Context: an optimization exercise on an open-source flow, tuned for small area, a short achievable clock period and few clock cycles per item. The choices shown serve that exercise and are no tape-out recipe.
Where RTL was checked, it was by simulation tests only, not by an equivalence proof against the original.

==> try-cedar: inputs <==
Design rms_sound_level_meter, start of the top module:
module rms_sound_level_meter #(
   parameter int MAX_BLOCK = 1024
) (
   input  logic                 clock,
   input  logic                 reset,
   input  logic                 req_valid,
   output logic                 req_stall,
   input  logic signed [31:0]   audio_word,
   input  logic                 block_end,
   output logic                 rsp_valid,
   input  logic                 rsp_stall,
   output logic signed [15:0]   level_db,
   output logic                 report_out,
   output logic                 silent,
   input  logic                 csr_we,
   input  logic [1:0]           csr_index,
   input  logic [14:0]          csr_wdata
);
clock: 13.0 ns
lec_check: 0
cap_margin: 20
core_margin: 2
core_utilization: 40
cts_cluster_size: 30
slew_margin: 20
standard.sh (not shown) runs the stock make flow with config.mk's settings and CLKGATE_MAP_FILE= SYNTH_SCRIPT=/design/flow/synth_recipe.tcl, a recipe that flattens the netlist after the stock synthesis.
==> flow/flow/run.sh <==
#!/bin/bash
# The standard layout (standard.sh: ORFS synthesis with the standard flow's script,
# then floorplan to finish) with these changes to how it is optimized:
#  - Yosys's synth skips its early ABC pass (SYNTH_ARGS=-noabc), so the
#    full adders written in the RTL are extracted as they are, without
#    inverters between them; registers are the same as in the standard
#    synthesis;
#  - ORFS's repair_timing keeps a larger setup margin (flow/margin.txt), so
#    it sizes and buffers the critical paths;
#  - the port buffers are a plain buffer cell instead of the delay cell the
#    resizer picks by default.
# All output goes to make_finish.log here; ORFS's own logs are in orfs/logs.
set -euo pipefail
MARGIN=$(cat flow/margin.txt)
bash standard.sh SYNTH_ARGS=-noabc SETUP_SLACK_MARGIN=$MARGIN \
  "BUFFER_PORTS_ARGS=-buffer_cell sky130_fd_sc_hd__buf_4" finish > make_finish.log 2>&1
==> flow/flow/margin.txt <==
8.5
==> inputs of try-fjord, as changes to try-cedar <==
--- a/flow/design.v
+++ b/flow/design.v
@@ -33,24 +33,23 @@
    logic        e_s_q, tk_s_q;
    logic [46:0] t1_q, t2_q;
    logic        e_t_q, tk_t_q;
    logic [56:0] acc_q;
    logic [10:0] cnt_q;
    logic        pend_q, cap_q, zero_q, r1_q;
    logic [5:0]  b_q;
    logic [29:0] mr_q;
-   logic [6:0]  mx_q;
    logic [61:0] u1_q, u2_q;
    logic        br_q;
    logic [5:0]  ls_q, ln_q;
    logic [9:0]  nm_q;
    logic signed [41:0] p_q;
    logic        h_first_q, h_dbl_q, h_e_q, h_s_q, h_n_q;
-   logic        ld_f_q, ld_n_q, ld_r_q;
+   logic        ld_n_q, ld_r_q;
    logic        sil_c_q;
    logic        f1_q;
    logic [14:0] thr_q, ofs_q;
    logic signed [15:0] last_q;
    logic        have_q;
    logic        rsp_valid_q;
    logic signed [15:0] level_q;
    logic        report_q, silent_q;
@@ -584,29 +583,27 @@
       csa_s = acc_g ^ {10'd0, t1_q} ^ {10'd0, t2_q};
       csa_c = {(acc_g[55:0] & {9'd0, t1_q}) | (acc_g[55:0] & {9'd0, t2_q})
                | ({9'd0, t1_q} & {9'd0, t2_q}), 1'b0};
    end
    always_ff @(posedge clock) begin
       acc_q <= csa_s + csa_c;
    end
    logic [5:0]  lzs;
-   logic [56:0] csh;
-   logic [36:0] fsh;
+   logic [56:0] sh;
    logic [3:0]  lzn;
    logic [10:0] nsh;
    always_comb begin
       lzs = 6'd0;
       for (int i = 0; i < 57; i++)
          if (acc_q[i]) lzs = 6'(56 - i);
       lzn = 4'd0;
       for (int i = 0; i < 11; i++)
          if (cnt_q[i]) lzn = 4'(10 - i);
-      csh = acc_q << {lzs[5:3], 3'd0};               
-      fsh = {mr_q, mx_q} << ls_q[2:0];               
+      sh  = acc_q << lzs;
       nsh = cnt_q << lzn;
    end
    logic [61:0] lg_r1, lg_r2;
    wire lg_1 = (mr_q[0] & mr_q[25]) ^ (mr_q[1] & mr_q[24]);
    wire lg_2 = (mr_q[0] & mr_q[25]) & (mr_q[1] & mr_q[24]);
    wire lg_3 = (mr_q[0] & mr_q[26]) ^ (mr_q[1] & mr_q[25]);
    wire lg_4 = (mr_q[0] & mr_q[26]) & (mr_q[1] & mr_q[25]);
    wire lg_5 = (mr_q[0] & mr_q[27]) ^ (mr_q[1] & mr_q[26]) ^ (mr_q[2] & mr_q[25]);
@@ -1484,27 +1481,24 @@
       le_soon = ~capture & (b_q <= 6'd3) & ~rsp_valid_q;
       st_a    = int_one | ~le_soon;               
       st_b    = int_two | (int_one & ~le_soon);   
       in_end  = req_valid & block_end & ~st_q;
       st_d    = in_end ? st_a : st_b;
    end
    always_ff @(posedge clock) begin
       br_q <= fbit;
-      mx_q <= csh[25:19];
       if (capture) begin
-         mr_q    <= csh[55:26];
+         mr_q    <= sh[55:26];
          ls_q    <= lzs;
          ln_q    <= {2'd0, lzn};
          nm_q    <= nsh[9:0];
          sil_c_q <= (acc_q == 57'd0);
       end else begin
-         if (ld_f_q)
-            mr_q <= fsh[36:7];
-         else if (ld_n_q)
+         if (ld_n_q)
             mr_q <= {nm_q, 20'd0};
          else if (ld_r_q)
             mr_q <= m_next;
          if (h_e_q) begin
             ls_q <= {ls_q[4:0], 1'b0};
             ln_q <= {ln_q[4:0], 1'b0};
          end
       end
@@ -1515,17 +1509,16 @@
       end
       if (f1_q)
          report_q <= report;
       h_first_q <= (b_next == B_START);
       h_e_q     <= (b_next >= B_LAST_E);
       h_s_q     <= (b_next < B_LAST_E) & (b_next >= B_LAST_STEP) & b_next[0];
       h_n_q     <= (b_next < B_LAST_E) & (b_next >= B_LAST_STEP) & ~b_next[0];
       h_dbl_q   <= (b_next >= B_LAST_E) | ((b_next >= B_LAST_STEP) & b_next[0]);
-      ld_f_q    <= (b_next == B_START);
       ld_n_q    <= (b_next == B_LOAD_N);
       ld_r_q    <= (b_next < B_LOAD_N);
       r1_q      <= reset;
       zero_q    <= reset | r1_q | cap_next;
       if (reset) begin
          st_q        <= 1'b0;
          cnt_in_q    <= 11'd0;
          e_s_q       <= 1'b0;
==> flow/flow/run.sh (replaced) <==
#!/bin/bash
# The standard layout (the standard.sh: standard synthesis, then ORFS
# floorplan to finish) with two changes to how it is optimized:
#  - ORFS's repair_timing keeps a larger setup margin (flow/margin.txt), so
#    it sizes and buffers the critical paths;
#  - the port buffers are a plain buffer cell instead of the delay cell the
#    resizer picks by default.
set -euo pipefail
MARGIN=$(cat flow/margin.txt)
bash standard.sh SETUP_SLACK_MARGIN=$MARGIN \
  "BUFFER_PORTS_ARGS=-buffer_cell sky130_fd_sc_hd__buf_4" finish > make_finish.log 2>&1
==> flow/flow/margin.txt (replaced) <==
9.4
==> summary of the runs <==
Of try-fjord and try-cedar, try-fjord has the higher routed wire length (gap about 11%, measured against try-cedar). Against try-fjord, the first-iteration DRC count of try-cedar is smaller by about 25%. Of try-cedar and try-fjord, try-fjord has the higher maximum frequency (gap about 4.6%, measured against try-fjord). Between try-fjord and try-cedar, the lower synthesized cell count is in try-cedar (gap about 14%, measured against try-cedar). Between try-fjord and try-cedar, the lower sequential cell count is in try-fjord (gap 7). try-cedar produced a clean layout. try-fjord finished with timing, DRC and antenna clean. In try-fjord the utilization is higher than in try-cedar, by 5.3 points. In try-cedar the sequential share of layout area is higher than in try-fjord, by 3.1 points.
Testbench counts of try-cedar, summed over its fixed seeds: cycles 19,485, samples 19,106.
Only the layout flow was run in try-fjord; the RTL was not checked for function there.

-- re-timing with driven ports --
Ports are ideal in the flow. The routed layouts listed here were re-timed in OpenROAD.
Step 1 (the two cells are an assumption about what drives the block):
set clk [get_ports {clock}]
set_driving_cell -lib_cell sky130_fd_sc_hd__clkbuf_16 $clk
set_driving_cell -lib_cell sky130_fd_sc_hd__buf_2 [delete_from_list [all_inputs] $clk]
Step 2 adds t to the input delays and takes it off the output delays; t is the mean of the earliest and latest rising clock arrival at the registers after step 1. Input paths then give back, and output paths get back, about the clock's delay inside the block.
a / b / c = ideal / step 1 / step 2; a / b = the first two.
run	shift t [ns]	slack for setup (ns)	slew at the worst register clock pin (ns)	worst data-port slew with drivers (ns)
try-cedar	0.713	8.721 / 8.721 / 8.581	0.07 / 0.07	0.12
try-fjord	0.734	8.916 / 8.916 / 8.916	0.08 / 0.08	0.04
After both steps every run listed still meets setup and hold. The setup slack of try-cedar, which loses most, moves by 0.000 ns with the drivers and by -0.140 ns with both steps.
